Source: an optimization exercise on an open RTL-to-GDS flow (aim: small area, a short achievable clock period and few clock cycles per item). Production flows keep margins and buffers that such runs may drop. The RTL was checked by simulation tests, not by an equivalence proof against the original design. No activity file was given, so power comes from the tool's default toggle rates.

JK:
Design booth_radix2_multiplier_core, start of the top module:
module booth_radix2_multiplier_core #(
   parameter int MAX_WIDTH = 16
) (
   input  logic                      clock,
   input  logic                      reset,
   input  logic                          req_valid,
   output logic                          req_ready,
   input  logic [brm_pkg::IN_W-1:0]      req_multiplicand_bits,
   input  logic [brm_pkg::IN_W-1:0]      req_multiplier_bits,
   output logic                          rsp_valid,
   input  logic                          rsp_ready,
   output logic [brm_pkg::PRODUCT_W-1:0] rsp_product_bits,
   output logic                          rsp_negative,
   output logic [brm_pkg::MAG_W-1:0]     rsp_magnitude,
   input  logic                      csr_write_enable,
   input  logic [brm_pkg::CFG_W-1:0] csr_write_data
);
Size: about 1300 cells after synthesis, about 110 I/O pins, ~0.014 mm^2 of cells after synthesis.
Settings: LEC_CHECK=0, ABC_CLOCK_PERIOD_IN_PS=3200, CAP_MARGIN=20, CORE_MARGIN=2, CORE_UTILIZATION=40, CTS_BUF_LIST=sky130_fd_sc_hd__clkbuf_8, PLACE_DENSITY=0.6, SETUP_SLACK_MARGIN=4.0, SLEW_MARGIN=20, TNS_END_PERCENT=30; clock period 7.2 ns.
standard.sh (not shown) runs the stock make flow with config.mk's settings and CLKGATE_MAP_FILE= SYNTH_SCRIPT=/design/flow/synth_recipe.tcl, a recipe that flattens the netlist after the stock synthesis.
==> flow/flow/run.sh <==
#!/bin/bash
# Layout flow: the standard ORFS flow (standard.sh) with two changes:
#  1. synthesis: the same script, except that Yosys's "synth -run fine:" step
#     gets -noabc, so the quick ABC pass there does not re-encode the adder
#     trees before extract_fa (it leaves fewer inverters around the fa/ha
#     cells); flops, hierarchy flattening and renaming are as in synth_recipe.tcl.
#  2. port buffers are sky130_fd_sc_hd__buf_2 instead of the delay cell that
#     buffer_ports picks by default.
# Each tool's output goes to the ORFS logs under orfs/logs; make's own output
# goes to flow_make.log here.
set -euo pipefail
here=$(pwd)
sed 's|^proc synth {args} { yosys synth -nofsm -noshare {\*}\$args }|proc synth {args} { if {[lsearch -exact $args fine:] >= 0} { lappend args -noabc }; yosys synth -nofsm -noshare {*}$args }|' synth_recipe.tcl > flow_synth.tcl
grep -q -- '-noabc' flow_synth.tcl
sed -e "s|SYNTH_SCRIPT=[^ ]*|SYNTH_SCRIPT=$here/flow_synth.tcl|" \
    -e 's|"\${@:-finish}"|BUFFER_PORTS_ARGS="-buffer_cell sky130_fd_sc_hd__buf_2" "${@:-finish}"|' standard.sh > flow_standard_mod.sh
grep -q flow_synth.tcl flow_standard_mod.sh
bash flow_standard_mod.sh > flow_make.log 2>&1
Testbench counts of JK, summed over its fixed seeds: cycles 8,024, items 8,000.
[inputs] MS vs JK
--- a/flow/flow/run.sh
+++ b/flow/flow/run.sh
@@ -7 +7 @@
-#  2. port buffers are sky130_fd_sc_hd__buf_2 instead of the delay cell that
+#  2. port buffers are sky130_fd_sc_hd__buf_1 instead of the delay cell that
@@ -16 +16 @@
-    -e 's|"\${@:-finish}"|BUFFER_PORTS_ARGS="-buffer_cell sky130_fd_sc_hd__buf_2" "${@:-finish}"|' standard.sh > flow_standard_mod.sh
+    -e 's|"\${@:-finish}"|BUFFER_PORTS_ARGS="-buffer_cell sky130_fd_sc_hd__buf_1" "${@:-finish}"|' standard.sh > flow_standard_mod.sh
Findings:
- NOTE: fraction of area in registers in MS exceeds that of JK
- From JK to MS the numbers moved as follows: worst IR drop on VDD now smaller, total power went up, highest attainable clock frequency shrank by 0.82%.
diff inputs: MS => AL
Settings: TNS_END_PERCENT: 30 -> unset.
--- a/flow/flow/run.sh
+++ b/flow/flow/run.sh
@@ -7 +7 @@
-#  2. port buffers are sky130_fd_sc_hd__buf_1 instead of the delay cell that
+#  2. port buffers are sky130_fd_sc_hd__buf_2 instead of the delay cell that
@@ -16 +16 @@
-    -e 's|"\${@:-finish}"|BUFFER_PORTS_ARGS="-buffer_cell sky130_fd_sc_hd__buf_1" "${@:-finish}"|' standard.sh > flow_standard_mod.sh
+    -e 's|"\${@:-finish}"|BUFFER_PORTS_ARGS="-buffer_cell sky130_fd_sc_hd__buf_2" "${@:-finish}"|' standard.sh > flow_standard_mod.sh
## What came out
- Taking MS as the reference, in AL worst vdd rail ir drop went up; power -about 0.56%; proportion of layout cells with a drive suffix above 1 up 8.9 points; smallest setup slack after layout rose 0.056 ns.
- For AL, the startpoint-to-endpoint class of the critical path was flop to flop, unlike MS, where it was input pin to output pin.
- AL against MS: shortest period the worst path allows -0.056 ns; wire length +3.4%.
Input-level comparison between TR and AL:
Settings: ABC_CLOCK_PERIOD_IN_PS changed from 3200 to 3100; PLACE_DENSITY changed from 0.6 to 0.7; TNS_END_PERCENT newly set to 30; CORE_UTILIZATION changed from 40 to 50; SETUP_SLACK_MARGIN changed from 4.0 to 4.1.
==> comparison <==
- Diff AL -> TR: HPWL after detailed placement fell 610 um; utilization has increased; global routing usage summed across all routing layers now larger.
- Maximum VDD drop (higher): AL
- Compared with AL, in TR number of global-route vias before repair up 41; area of the multi-input gates +51 um^2; required arrival time at the worst endpoint now sits at about the same level.
- Diff AL -> TR | worst hold-check slack | increase of 0.010 ns
- The critical path's slowest cell comes out fa_1 in one run and fa_2 in the other, namely in AL and TR respectively.
- Count of placed standard cells including taps on TR is down relative to AL.
- AL → TR: power density over the cells now sits at about the same level, wire length of the first global-routing pass now sits lower.
#### Input delta (PW over TR)
Settings: CORE_UTILIZATION: 50 -> 40; ABC_CLOCK_PERIOD_IN_PS: 3100 -> 4000; PLACE_DENSITY: 0.7 -> 0.6.
Results
PW vs TR — minimum setup slack in the final design rose 0.19 ns.
Layout cell share with drive strength beyond 1 delta (PW -> TR): insignificant
PW against TR: clock-cell share of area increased by 0.16 points relative to the old numbers; required time of the critical path dropped 1.65 ns.
The cell area number comes out higher for PW vs TR.

[afterwards: timing with drivers on the ports]
The results above use ideal ports. As a check the final layouts listed here were re-extracted and re-timed, cells and wires unchanged.
Step 1 sets driving cells, clkbuf_16 on the clock port and buf_2 on the other inputs (assumed; they add their load-dependent delay and slew).
Step 2 adds t to the input delays and takes it off the output delays; t is the mean of the earliest and latest rising clock arrival at the registers after step 1. Input paths then give back, and output paths get back, about the clock's delay inside the block.
Slacks: ideal ports / drivers / drivers and shift; pairs: ideal ports / drivers.
run | t (ns) | setup WS [ns] | worst slew at a driven data input, ns | pins driven straight from the clock port
JK | 0.503 | 3.973 / 3.712 / 3.643 | 0.28 | 1
MS | 0.520 | 3.947 / 3.925 / 3.465 | 0.04 | 1
AL | 0.502 | 4.003 / 3.725 / 3.687 | 0.35 | 1
TR | 0.505 | 3.910 / 3.868 / 3.692 | 0.25 | 1
PW | 0.548 | 4.096 / 3.958 / 3.644 | 0.18 | 1
After both steps every run listed still meets setup and hold. For MS, which loses most, drivers alone change the setup slack by -0.022 ns; drivers and shift together by -0.482 ns.
